This is an optimization exercise on Yosys and OpenROAD, whose aim is small area, a short achievable clock period and few clock cycles per item, not a production implementation. Where RTL was checked, it was by simulation tests only, not by an equivalence proof against the original.

==> 09-10 <==
==> flow/design.v <==
`timescale 1ns/10ps
`default_nettype none
package lc4_pkg;
   typedef logic [15:0] word_t;
   typedef logic [2:0]  reg_idx_t;
   localparam word_t RESET_PC = 16'h8200;
   function automatic logic writes_rd(input logic [15:0] insn);
      case (insn[15:12])
         4'b0001: writes_rd = (insn[5:3] != 3'b011);
         4'b0101: writes_rd = 1'b1;
         4'b0110: writes_rd = 1'b1;
         4'b1001: writes_rd = 1'b1;
         4'b1101: writes_rd = insn[8];
         default: writes_rd = 1'b0;
      endcase
   endfunction
   function automatic logic is_load(input logic [15:0] insn);
      is_load = (insn[15:12] == 4'b0110);
   endfunction
   function automatic logic is_store(input logic [15:0] insn);
      is_store = (insn[15:12] == 4'b0111);
   endfunction
   function automatic logic is_mul(input logic [15:0] insn);
      is_mul = (insn[15:12] == 4'b0001) && (insn[5:3] == 3'b001);
   endfunction
   function automatic logic [15:0] csa_s(input logic [15:0] a, input logic [15:0] b,
                                         input logic [15:0] c);
      csa_s = a ^ b ^ c;
   endfunction
   function automatic logic [15:0] csa_c(input logic [15:0] a, input logic [15:0] b,
                                         input logic [15:0] c);
      csa_c = ((a & b) | (a & c) | (b & c)) << 1;
   endfunction
endpackage
`default_nettype wire
`timescale 1ns/10ps
`default_nettype none
module lc4_decoder (
   input  wire  [15:0] i_insn,
   output logic [2:0]  o_rt
);
   assign o_rt = (i_insn[15:12] == 4'b0111 || i_insn[15:12] == 4'b1101) ?
                 i_insn[11:9] : i_insn[2:0];
endmodule
`default_nettype wire
`timescale 1ns/10ps
`default_nettype none
module lc4_regfile (
   input  wire         gwe,
   input  wire         i_clr,
   input  wire  [2:0]  i_rs,
   input  wire  [2:0]  i_rt,
   input  wire  [2:0]  i_rd,
   input  wire  [15:0] i_wdata,
   input  wire         i_rd_we,
   output logic [15:0] o_rs_data,
   output logic [15:0] o_rt_data
);
   logic [15:0] regs [8];
   always_ff @(posedge gwe) begin
      for (int i = 0; i < 8; i++) begin
         if (i_clr || (i_rd_we && i_rd == 3'(i))) begin
            regs[i] <= i_clr ? 16'd0 : i_wdata;
         end
      end
   end
   assign o_rs_data = (i_rd_we && i_rd == i_rs) ? i_wdata : regs[i_rs];
   assign o_rt_data = (i_rd_we && i_rd == i_rt) ? i_wdata : regs[i_rt];
endmodule
`default_nettype wire
`timescale 1ns/10ps
`default_nettype none
module lc4_alu (
   input  wire  [15:0] i_insn,
   input  wire  [15:0] i_a,         
   input  wire  [15:0] i_b,         
   output logic [15:0] o_result
);
   logic [3:0]  op;
   logic [15:0] imm5, imm6, imm9, bsel, sum, lres;
   logic        cin;
   assign op   = i_insn[15:12];
   assign imm5 = {{11{i_insn[4]}}, i_insn[4:0]};
   assign imm6 = {{10{i_insn[5]}}, i_insn[5:0]};
   assign imm9 = {{7{i_insn[8]}}, i_insn[8:0]};
   always_comb begin
      cin  = 1'b0;
      bsel = i_b;
      if (op[2]) begin
         bsel = imm6;                       
      end else if (i_insn[5]) begin
         bsel = imm5;                       
      end else if (i_insn[4]) begin
         bsel = ~i_b;                       
         cin  = 1'b1;
      end
   end
   assign sum = i_a + bsel + {15'd0, cin};
   always_comb begin
      case (i_insn[5:3])
         3'b000:  lres = i_a & i_b;
         3'b001:  lres = ~i_a;
         3'b010:  lres = i_a | i_b;
         3'b011:  lres = i_a ^ i_b;
         default: lres = i_a & imm5;
      endcase
   end
   always_comb begin
      case (op)
         4'b0101: o_result = lres;
         4'b1001: o_result = imm9;
         4'b1101: o_result = {i_insn[7:0], i_b[7:0]};
         default: o_result = sum;           
      endcase
   end
endmodule
module lc4_mul_csa (
   input  wire  [15:0] i_x,
   input  wire  [15:0] i_y,
   output logic [15:0] o_s,
   output logic [15:0] o_c
);
   logic [16:0] y;
   logic [15:0] pp [9];
   logic [15:0] l1 [6];
   logic [15:0] l2 [4];
   logic [15:0] l3 [3];
   assign y = {i_y, 1'b0};
   always_comb begin
      logic one, two, neg;
      logic [15:0] m;
      pp[8] = '0;
      for (int i = 0; i < 8; i++) begin
         one = y[2*i+1] ^ y[2*i];
         two = (y[2*i+2] && !y[2*i+1] && !y[2*i]) || (!y[2*i+2] && y[2*i+1] && y[2*i]);
         neg = y[2*i+2];
         m   = one ? i_x : two ? {i_x[14:0], 1'b0} : 16'd0;
         pp[i] = (m ^ {16{neg}}) << (2*i);
         pp[8][2*i] = neg;
      end
      for (int k = 0; k < 3; k++) begin
         l1[2*k]   = lc4_pkg::csa_s(pp[3*k], pp[3*k+1], pp[3*k+2]);
         l1[2*k+1] = lc4_pkg::csa_c(pp[3*k], pp[3*k+1], pp[3*k+2]);
      end
      for (int k = 0; k < 2; k++) begin
         l2[2*k]   = lc4_pkg::csa_s(l1[3*k], l1[3*k+1], l1[3*k+2]);
         l2[2*k+1] = lc4_pkg::csa_c(l1[3*k], l1[3*k+1], l1[3*k+2]);
      end
      l3[0] = lc4_pkg::csa_s(l2[0], l2[1], l2[2]);
      l3[1] = lc4_pkg::csa_c(l2[0], l2[1], l2[2]);
      l3[2] = l2[3];
      o_s = lc4_pkg::csa_s(l3[0], l3[1], l3[2]);
      o_c = lc4_pkg::csa_c(l3[0], l3[1], l3[2]);
   end
endmodule
`default_nettype wire
`timescale 1ns/10ps
`default_nettype none
module lc4_hazard (
   input  wire  [15:0] i_reg_data,    
   input  wire         i_sel_res,     
   input  wire         i_sel_ld,      
   input  wire  [15:0] i_m_res,
   input  wire  [15:0] i_dmem_data,
   output logic [15:0] o_data
);
   assign o_data = i_sel_res ? i_m_res : i_sel_ld ? i_dmem_data : i_reg_data;
endmodule
`default_nettype wire
`timescale 1ns/10ps
`default_nettype none
module lc4_pipeline #(
   parameter logic [15:0] RESET_PC = 16'h8200
) (
   input  wire         gwe,
   input  wire         i_rst_n,
   output logic [15:0] o_cur_pc,
   input  wire  [15:0] i_cur_insn,
   output logic [15:0] o_dmem_addr,
   output logic        o_dmem_we,
   output logic [15:0] o_dmem_towrite,
   input  wire  [15:0] i_cur_dmem_data,
   output logic [1:0]  o_trace_stall,
   output logic [15:0] o_trace_pc,
   output logic [15:0] o_trace_insn,
   output logic        o_trace_regfile_we,
   output logic [2:0]  o_trace_wsel,
   output logic [15:0] o_trace_wdata,
   output logic        o_trace_nzp_we,
   output logic [2:0]  o_trace_nzp_bits,
   output logic        o_trace_dmem_we,
   output logic [15:0] o_trace_dmem_addr,
   output logic [15:0] o_trace_dmem_data
);
   logic [15:0] pc_q;                     
   logic        go_q;                     
   logic        clr_q;                    
   logic        xv_q;                     
   logic [15:0] x_insn_q;
   logic [15:0] x_a_q, x_b_q;             
   logic        x_mul_q;                  
   logic        dep_q;                    
   logic        brs_res_q, brs_ld_q;      
   logic        brt_res_q, brt_ld_q;      
   logic        mv_q;                     
   logic        m_we_q, m_ld_q, m_st_q, m_mul_q;
   logic [15:0] m_insn_q, m_res_q, m_sd_q;
   logic        cv_q;                     
   logic        seen_q;                   
   logic [15:0] c_insn_q, c_val_q, c_addr_q;
   logic [15:0] tpc_q;                    
   logic [2:0]  f_rt;
   logic [3:0]  f_op;
   logic [15:0] f_a, f_b, m_wdata;
   logic        x_go, go_d, x_we, x_ld, f_mul, f_rs_used, f_rt_used, f_rs_hit, f_rt_hit, f_dep;
   lc4_decoder u_predecode (.i_insn(i_cur_insn), .o_rt(f_rt));
   lc4_regfile u_regfile (
      .gwe(gwe), .i_clr(clr_q),
      .i_rs(i_cur_insn[8:6]), .i_rt(f_rt),
      .i_rd(m_insn_q[11:9]), .i_wdata(m_wdata), .i_rd_we(m_we_q),
      .o_rs_data(f_a), .o_rt_data(f_b)
   );
   assign x_go = go_q;
   assign x_we = xv_q && x_go && lc4_pkg::writes_rd(x_insn_q);
   assign x_ld = lc4_pkg::is_load(x_insn_q);
   assign f_op      = i_cur_insn[15:12];
   assign f_mul     = lc4_pkg::is_mul(i_cur_insn);
   assign f_rs_used = (f_op == 4'b0001 || f_op == 4'b0101 || f_op[3:1] == 3'b011);
   assign f_rt_used = (f_op == 4'b0111 || f_op == 4'b1101 ||
                       ((f_op == 4'b0001 || f_op == 4'b0101) && !i_cur_insn[5]));
   assign f_rs_hit  = x_we && i_cur_insn[8:6] == x_insn_q[11:9];
   assign f_rt_hit  = x_we && f_rt == x_insn_q[11:9];
   assign f_dep     = (x_mul_q || f_mul) && ((f_rs_used && f_rs_hit) || (f_rt_used && f_rt_hit));
   assign go_d      = !f_dep;
   logic [15:0] pc_inc;
   assign pc_inc   = pc_q + 16'd1;
   assign o_cur_pc = pc_q;
   logic [15:0] a_x, b_x, alu_x, mul_s, mul_c;
   lc4_hazard u_byp_rs (
      .i_reg_data(x_a_q), .i_sel_res(brs_res_q), .i_sel_ld(brs_ld_q),
      .i_m_res(m_res_q), .i_dmem_data(i_cur_dmem_data), .o_data(a_x)
   );
   lc4_hazard u_byp_rt (
      .i_reg_data(x_b_q), .i_sel_res(brt_res_q), .i_sel_ld(brt_ld_q),
      .i_m_res(m_res_q), .i_dmem_data(i_cur_dmem_data), .o_data(b_x)
   );
   lc4_alu u_alu (.i_insn(x_insn_q), .i_a(a_x), .i_b(b_x), .o_result(alu_x));
   lc4_mul_csa u_mul (.i_x(x_a_q), .i_y(x_b_q), .o_s(mul_s), .o_c(mul_c));
   assign m_wdata = m_ld_q ? i_cur_dmem_data : m_mul_q ? m_res_q + m_sd_q : m_res_q;
   assign o_dmem_addr    = m_res_q;
   assign o_dmem_we      = m_st_q;
   assign o_dmem_towrite = m_sd_q;
   always_ff @(posedge gwe or negedge i_rst_n) begin
      if (!i_rst_n) begin
         pc_q      <= RESET_PC;
         go_q      <= 1'b1;
         clr_q     <= 1'b1;
         xv_q      <= 1'b0;
         dep_q     <= 1'b0;
         brs_res_q <= 1'b0;
         brs_ld_q  <= 1'b0;
         brt_res_q <= 1'b0;
         brt_ld_q  <= 1'b0;
         mv_q      <= 1'b0;
         m_we_q    <= 1'b0;
         m_st_q    <= 1'b0;
         cv_q      <= 1'b0;
         seen_q    <= 1'b0;
      end else begin
         pc_q      <= go_d ? pc_inc : pc_q;
         go_q      <= go_d;
         clr_q     <= 1'b0;
         xv_q      <= 1'b1;
         dep_q     <= f_dep;
         brs_res_q <= f_rs_hit && !x_ld;
         brs_ld_q  <= f_rs_hit && x_ld;
         brt_res_q <= f_rt_hit && !x_ld;
         brt_ld_q  <= f_rt_hit && x_ld;
         mv_q      <= xv_q && x_go;
         m_we_q    <= x_we;
         m_st_q    <= xv_q && x_go && lc4_pkg::is_store(x_insn_q);
         cv_q      <= mv_q;
         seen_q    <= seen_q || cv_q;
      end
   end
   always_ff @(posedge gwe) begin
      x_insn_q <= i_cur_insn;
      x_a_q    <= f_a;
      x_b_q    <= f_b;
      x_mul_q  <= f_mul;
      m_insn_q <= x_insn_q;
      m_ld_q   <= x_ld;
      m_mul_q  <= x_mul_q;
      m_res_q  <= x_mul_q ? mul_s : alu_x;
      m_sd_q   <= x_mul_q ? mul_c : b_x;
      c_insn_q <= m_insn_q;
      c_addr_q <= m_res_q;
      c_val_q  <= m_st_q ? m_sd_q : m_wdata;
      tpc_q    <= pc_q - 16'd1 - {15'd0, go_q};
   end
   logic c_we, c_mem;
   assign c_we  = lc4_pkg::writes_rd(c_insn_q);
   assign c_mem = lc4_pkg::is_load(c_insn_q) || lc4_pkg::is_store(c_insn_q);
   assign o_trace_stall      = {!cv_q, !cv_q && seen_q};
   assign o_trace_pc         = tpc_q;
   assign o_trace_insn       = c_insn_q;
   assign o_trace_regfile_we = c_we;
   assign o_trace_wsel       = c_insn_q[11:9];
   assign o_trace_wdata      = c_val_q;
   assign o_trace_nzp_we     = c_we;
   assign o_trace_nzp_bits   = c_val_q[15] ? 3'b100 : (c_val_q == 16'd0) ? 3'b010 : 3'b001;
   assign o_trace_dmem_we    = lc4_pkg::is_store(c_insn_q);
   assign o_trace_dmem_addr  = c_mem ? c_addr_q : 16'd0;
   assign o_trace_dmem_data  = c_mem ? c_val_q : 16'd0;
endmodule
`default_nettype wire
==> flow/flow/run.sh <==
#!/bin/bash
# Standard layout, with each port buffered by the smallest buffer cell, and with adders and
# compressors left to abc as plain gates rather than full/half adder cells
set -euo pipefail
export BUFFER_PORTS_ARGS="-buffer_cell sky130_fd_sc_hd__buf_1"
export ADDER_MAP_FILE=
bash standard.sh > standard.log 2>&1
==> flow/standard.sh <==
#!/bin/bash
# synth_recipe.tcl (not shown) runs the flow's synth.tcl, then flattens the netlist and writes it again
# the make line also repeats each setting of config.mk as NAME=value (left out here)
make -C /OpenROAD-flow-scripts/flow DESIGN_CONFIG=/design/flow/config.mk WORK_HOME=/design/flow/orfs CLKGATE_MAP_FILE= SYNTH_SCRIPT=/design/flow/synth_recipe.tcl "${@:-finish}"
==> flow/config.mk <==
export PLATFORM = sky130hd
export DESIGN_NAME = lc4_pipeline
export DESIGN_NICKNAME = lc4_pipeline
export VERILOG_FILES = /design/flow/design.v
export SDC_FILE = /design/flow/constraint.sdc
export NUM_CORES = 4
export LEC_CHECK = 0
export ABC_CLOCK_PERIOD_IN_PS = 3500
export CAP_MARGIN = 20
export CORE_MARGIN = 2
export CORE_UTILIZATION = 50
export SETUP_SLACK_MARGIN = 3.5
export SLEW_MARGIN = 20
==> flow/constraint.sdc <==
create_clock -name core_clock -period 7.0 [get_ports {gwe}]
set_input_delay 1.4000 -clock core_clock [delete_from_list [all_inputs] [get_ports {gwe}]]
set_output_delay 1.4000 -clock core_clock [all_outputs]
set_load 0.01 [all_outputs]
==> 03-21 (differences from 09-10) <==
--- a/flow/design.v
+++ b/flow/design.v
@@ -39,6 +39,23 @@
    input  wire  [15:0] i_insn,
-   output logic [2:0]  o_rt
+   output logic [2:0]  o_rt,
+   output logic [10:0] o_ctl
 );
-   assign o_rt = (i_insn[15:12] == 4'b0111 || i_insn[15:12] == 4'b1101) ?
-                 i_insn[11:9] : i_insn[2:0];
+   logic [3:0] op;
+   logic       arith, logic_op, mem, b_inv, b_imm5, b_imm6;
+   assign op       = i_insn[15:12];
+   assign arith    = (op == 4'b0001);
+   assign logic_op = (op == 4'b0101);
+   assign mem      = (op[3:1] == 3'b011);
+   assign o_rt = (op == 4'b0111 || op == 4'b1101) ? i_insn[11:9] : i_insn[2:0];
+   assign b_inv  = arith && i_insn[5:3] == 3'b010;
+   assign b_imm5 = (arith || logic_op) && i_insn[5];
+   assign b_imm6 = mem;
+   assign o_ctl = {!(b_inv || b_imm5 || b_imm6), b_inv, b_imm5, b_imm6,
+                   arith || mem,
+                   logic_op && (i_insn[5] || i_insn[4:3] == 2'b00),
+                   logic_op && i_insn[5:3] == 3'b001,
+                   logic_op && i_insn[5:3] == 3'b010,
+                   logic_op && i_insn[5:3] == 3'b011,
+                   op == 4'b1001,
+                   op == 4'b1101};
 endmodule
@@ -76,8 +93,9 @@
    input  wire  [15:0] i_b,         
+   input  wire  [10:0] i_ctl,       
    output logic [15:0] o_result
 );
-   logic [3:0]  op;
-   logic [15:0] imm5, imm6, imm9, bsel, sum, lres;
-   logic        cin;
-   assign op   = i_insn[15:12];
+   logic [15:0] imm5, imm6, imm9, bsel, sum;
+   logic        b_reg, b_inv, b_imm5, b_imm6;
+   logic        r_sum, r_and, r_not, r_or, r_xor, r_imm9, r_hic;
+   assign {b_reg, b_inv, b_imm5, b_imm6, r_sum, r_and, r_not, r_or, r_xor, r_imm9, r_hic} = i_ctl;
    assign imm5 = {{11{i_insn[4]}}, i_insn[4:0]};
@@ -85,32 +103,12 @@
    assign imm9 = {{7{i_insn[8]}}, i_insn[8:0]};
-   always_comb begin
-      cin  = 1'b0;
-      bsel = i_b;
-      if (op[2]) begin
-         bsel = imm6;                       
-      end else if (i_insn[5]) begin
-         bsel = imm5;                       
-      end else if (i_insn[4]) begin
-         bsel = ~i_b;                       
-         cin  = 1'b1;
-      end
-   end
-   assign sum = i_a + bsel + {15'd0, cin};
-   always_comb begin
-      case (i_insn[5:3])
-         3'b000:  lres = i_a & i_b;
-         3'b001:  lres = ~i_a;
-         3'b010:  lres = i_a | i_b;
-         3'b011:  lres = i_a ^ i_b;
-         default: lres = i_a & imm5;
-      endcase
-   end
-   always_comb begin
-      case (op)
-         4'b0101: o_result = lres;
-         4'b1001: o_result = imm9;
-         4'b1101: o_result = {i_insn[7:0], i_b[7:0]};
-         default: o_result = sum;           
-      endcase
-   end
+   assign bsel = ({16{b_reg}} & i_b) | ({16{b_inv}} & ~i_b) |
+                 ({16{b_imm5}} & imm5) | ({16{b_imm6}} & imm6);
+   assign sum  = i_a + bsel + {15'd0, b_inv};
+   assign o_result = ({16{r_sum}}  & sum) |
+                     ({16{r_and}}  & (i_a & bsel)) |
+                     ({16{r_not}}  & ~i_a) |
+                     ({16{r_or}}   & (i_a | i_b)) |
+                     ({16{r_xor}}  & (i_a ^ i_b)) |
+                     ({16{r_imm9}} & imm9) |
+                     ({16{r_hic}}  & {i_insn[7:0], i_b[7:0]});
 endmodule
@@ -201,2 +199,4 @@
    logic        x_mul_q;                  
+   logic        x_wr_q, x_ldi_q, x_sti_q;  
+   logic [10:0] x_ctl_q;                  
    logic        dep_q;                    
@@ -208,2 +208,3 @@
    logic        cv_q;                     
+   logic        c_we_q, c_mem_q, c_st_q;   
    logic        seen_q;                   
@@ -212,6 +213,7 @@
    logic [2:0]  f_rt;
+   logic [10:0] f_ctl;
    logic [3:0]  f_op;
    logic [15:0] f_a, f_b, m_wdata;
-   logic        x_go, go_d, x_we, x_ld, f_mul, f_rs_used, f_rt_used, f_rs_hit, f_rt_hit, f_dep;
-   lc4_decoder u_predecode (.i_insn(i_cur_insn), .o_rt(f_rt));
+   logic        x_go, go_d, x_we, x_ld, f_mul, f_st, f_rs_used, f_rt_used, f_rs_hit, f_rt_hit, f_dep;
+   lc4_decoder u_predecode (.i_insn(i_cur_insn), .o_rt(f_rt), .o_ctl(f_ctl));
    lc4_regfile u_regfile (
@@ -223,6 +225,7 @@
    assign x_go = go_q;
-   assign x_we = xv_q && x_go && lc4_pkg::writes_rd(x_insn_q);
-   assign x_ld = lc4_pkg::is_load(x_insn_q);
+   assign x_we = xv_q && x_go && x_wr_q;
+   assign x_ld = x_ldi_q;
    assign f_op      = i_cur_insn[15:12];
    assign f_mul     = lc4_pkg::is_mul(i_cur_insn);
+   assign f_st      = lc4_pkg::is_store(i_cur_insn);
    assign f_rs_used = (f_op == 4'b0001 || f_op == 4'b0101 || f_op[3:1] == 3'b011);
@@ -246,3 +249,3 @@
    );
-   lc4_alu u_alu (.i_insn(x_insn_q), .i_a(a_x), .i_b(b_x), .o_result(alu_x));
+   lc4_alu u_alu (.i_insn(x_insn_q), .i_a(a_x), .i_b(b_x), .i_ctl(x_ctl_q), .o_result(alu_x));
    lc4_mul_csa u_mul (.i_x(x_a_q), .i_y(x_b_q), .o_s(mul_s), .o_c(mul_c));
@@ -280,3 +283,3 @@
          m_we_q    <= x_we;
-         m_st_q    <= xv_q && x_go && lc4_pkg::is_store(x_insn_q);
+         m_st_q    <= xv_q && x_go && x_sti_q;
          cv_q      <= mv_q;
@@ -290,2 +293,6 @@
       x_mul_q  <= f_mul;
+      x_wr_q   <= lc4_pkg::writes_rd(i_cur_insn);
+      x_ldi_q  <= lc4_pkg::is_load(i_cur_insn);
+      x_sti_q  <= f_st;
+      x_ctl_q  <= f_ctl;
       m_insn_q <= x_insn_q;
@@ -296,2 +303,5 @@
       c_insn_q <= m_insn_q;
+      c_we_q   <= lc4_pkg::writes_rd(m_insn_q);
+      c_mem_q  <= m_ld_q || lc4_pkg::is_store(m_insn_q);
+      c_st_q   <= lc4_pkg::is_store(m_insn_q);
       c_addr_q <= m_res_q;
@@ -300,5 +310,2 @@
    end
-   logic c_we, c_mem;
-   assign c_we  = lc4_pkg::writes_rd(c_insn_q);
-   assign c_mem = lc4_pkg::is_load(c_insn_q) || lc4_pkg::is_store(c_insn_q);
    assign o_trace_stall      = {!cv_q, !cv_q && seen_q};
@@ -306,10 +313,10 @@
    assign o_trace_insn       = c_insn_q;
-   assign o_trace_regfile_we = c_we;
+   assign o_trace_regfile_we = c_we_q;
    assign o_trace_wsel       = c_insn_q[11:9];
    assign o_trace_wdata      = c_val_q;
-   assign o_trace_nzp_we     = c_we;
+   assign o_trace_nzp_we     = c_we_q;
    assign o_trace_nzp_bits   = c_val_q[15] ? 3'b100 : (c_val_q == 16'd0) ? 3'b010 : 3'b001;
-   assign o_trace_dmem_we    = lc4_pkg::is_store(c_insn_q);
-   assign o_trace_dmem_addr  = c_mem ? c_addr_q : 16'd0;
-   assign o_trace_dmem_data  = c_mem ? c_val_q : 16'd0;
+   assign o_trace_dmem_we    = c_st_q;
+   assign o_trace_dmem_addr  = c_mem_q ? c_addr_q : 16'd0;
+   assign o_trace_dmem_data  = c_mem_q ? c_val_q : 16'd0;
 endmodule
Settings changed: ABC_AREA set to 1, ABC_CLOCK_PERIOD_IN_PS 3500 to unset, CTS_CLUSTER_DIAMETER set to 100, CTS_CLUSTER_SIZE set to 22, SETUP_SLACK_MARGIN 3.5 to 3.8.
==> 11-25 (differences from 09-10) <==
--- a/flow/design.v
+++ b/flow/design.v
@@ -208,2 +208,3 @@
    logic        cv_q;                     
+   logic        c_we_q, c_mem_q, c_st_q;   
    logic        seen_q;                   
@@ -296,2 +297,5 @@
       c_insn_q <= m_insn_q;
+      c_we_q   <= lc4_pkg::writes_rd(m_insn_q);
+      c_mem_q  <= m_ld_q || lc4_pkg::is_store(m_insn_q);
+      c_st_q   <= lc4_pkg::is_store(m_insn_q);
       c_addr_q <= m_res_q;
@@ -300,5 +304,2 @@
    end
-   logic c_we, c_mem;
-   assign c_we  = lc4_pkg::writes_rd(c_insn_q);
-   assign c_mem = lc4_pkg::is_load(c_insn_q) || lc4_pkg::is_store(c_insn_q);
    assign o_trace_stall      = {!cv_q, !cv_q && seen_q};
@@ -306,10 +307,10 @@
    assign o_trace_insn       = c_insn_q;
-   assign o_trace_regfile_we = c_we;
+   assign o_trace_regfile_we = c_we_q;
    assign o_trace_wsel       = c_insn_q[11:9];
    assign o_trace_wdata      = c_val_q;
-   assign o_trace_nzp_we     = c_we;
+   assign o_trace_nzp_we     = c_we_q;
    assign o_trace_nzp_bits   = c_val_q[15] ? 3'b100 : (c_val_q == 16'd0) ? 3'b010 : 3'b001;
-   assign o_trace_dmem_we    = lc4_pkg::is_store(c_insn_q);
-   assign o_trace_dmem_addr  = c_mem ? c_addr_q : 16'd0;
-   assign o_trace_dmem_data  = c_mem ? c_val_q : 16'd0;
+   assign o_trace_dmem_we    = c_st_q;
+   assign o_trace_dmem_addr  = c_mem_q ? c_addr_q : 16'd0;
+   assign o_trace_dmem_data  = c_mem_q ? c_val_q : 16'd0;
 endmodule
Settings changed: ABC_CLOCK_PERIOD_IN_PS 3500 to 2800, CTS_CLUSTER_DIAMETER set to 100, CTS_CLUSTER_SIZE set to 22, SETUP_SLACK_MARGIN 3.5 to 3.8.
==> 01-04 (differences from 09-10) <==
==> flow/flow/run.sh (replaced) <==
#!/bin/bash
# Standard layout, with each port buffered by the smallest buffer cell
set -euo pipefail
export BUFFER_PORTS_ARGS="-buffer_cell sky130_fd_sc_hd__buf_1"
bash standard.sh > standard.log 2>&1
==> impl_results.md <==
- Status: finished clean
- Multi-input gate count: 1,693
- Layout cell share with drive strength beyond 1: 15.5%
- Non-Filler Instances: 2,923
- Synth top area cells: edfxtp_1, dfxtp_1, xnor2_1
- Worst r2r dst: m_res_q[10]
- Row Count: 73
- Post-synthesis area per instance: 8.96 sq um
- Clk sink count: 319
- Yosys warns: 9
- Top cells by count, synth: nand2_1, dfxtp_1, o21ai_0
- Setup bufs post-CTS: 16
- First-pass GRT wire length: 101 mm
- CP top delay family: compound AO/OA/AOI/OAI gates
- Die Wd: 205 um
- Die H: 205 um
- Inserted Clock Buffers: 35
- Clock transition at path regs: 0.07 ns
- CP max-delay cell: maj3_2
Source of the figures above: 09-10

==> impl_results.md <==
- Row Count: 74
- Clk sink count: 319
- Status: finished clean
- Worst r2r dst: m_res_q[15]
- Synth top area cells: edfxtp_1, dfxtp_1, nand2_1
- Multi-input gate count: 1,728
- CP top delay family: compound AO/OA/AOI/OAI gates
- Layout cell share with drive strength beyond 1: 12.6%
- Non-Filler Instances: 3,012
- Setup bufs post-CTS: 21
- Post-synthesis area per instance: 8.74 sq um
- Die H: 207 um
- Inserted Clock Buffers: 38
- Die Wd: 207 um
- CP max-delay cell: fa_2
Source of the figures above: 01-04

==> impl_results.md <==
- Inserted Clock Buffers: 19
- Non-Filler Instances: 2,868
- Multi-input gate count: roughly 1,700
- First-pass GRT wire length: 105 mm
- Synth top area cells: edfxtp_1, dfxtp_1, xnor2_1
- Row Count: 73
- CP max-delay cell: or4b_4
- Clock transition at path regs: 0.09 ns
- Die Wd: 205 um
- Status: finished clean
- Worst r2r dst: m_res_q[13]
Source of the figures above: 11-25

==> impl_results.md <==
- Status: finished clean
- Synth top area cells: edfxtp_1, dfxtp_1, nand2_1
- Top cells by count, synth: nand2_1, inv_1, nand3_1
- CP top delay family: simple AND/OR/NAND/NOR gates
- Inserted Clock Buffers: 20
- First-pass GRT wire length: 108 mm
- Yosys warns: 8
- Non-Filler Instances: between 3,000 and 4,000
- Die H: 204 um
- Fin. Hold Viols: 0
- Fraction of area in registers: between 30% and 40%
- Layout cell share with drive strength beyond 1: under 10%
- Die Wd: 204 um
- Row Count: 73
- CP max-delay cell: dfxtp_1
- Multi-input gate count: 2,052
- Setup bufs post-CTS: 14
- Clk sink count: 336
Source of the figures above: 03-21

Testbench counts of 09-10, summed over its fixed seeds: cycles 16,466, items 16,000.
Testbench counts of 11-25, summed over its fixed seeds: cycles 16,466, items 16,000.
Testbench counts of 01-04, summed over its fixed seeds: cycles 16,466, items 16,000.
Only the layout flow was run in 03-21; the RTL was not checked for function there.

## separate check: timing with driven ports
The flow's constraints put no driver on any port. The routed layouts listed below were extracted and timed again, unchanged, in two steps. Step 1 (the two cells are an assumption about what drives the block):
set clk [get_ports {gwe}]
set_driving_cell -lib_cell sky130_fd_sc_hd__clkbuf_16 $clk
set_driving_cell -lib_cell sky130_fd_sc_hd__buf_2 [delete_from_list [all_inputs] $clk]
Step 2 moves the port delays by t, midway between the first and last clock arrival at a register: inputs arrive t later, outputs are due t later. That takes back most of the time a late clock gives input paths. a / b / c = ideal ports / drivers / drivers and shift; a / b = the first two.
run	t, ns	setup WS [ns]	worst register clock-pin slew, ns
09-10	0.589	3.487 / 3.489 / 2.915	0.07 / 0.07
03-21	0.595	3.882 / 3.844 / 3.322	0.10 / 0.10
11-25	0.605	3.479 / 3.488 / 2.883	0.10 / 0.10
01-04	0.611	3.153 / 3.175 / 2.563	0.07 / 0.07
After both steps every run listed still meets setup and hold. The setup slack of 11-25, which loses most, moves by +0.009 ns with the drivers and by -0.596 ns with both steps.
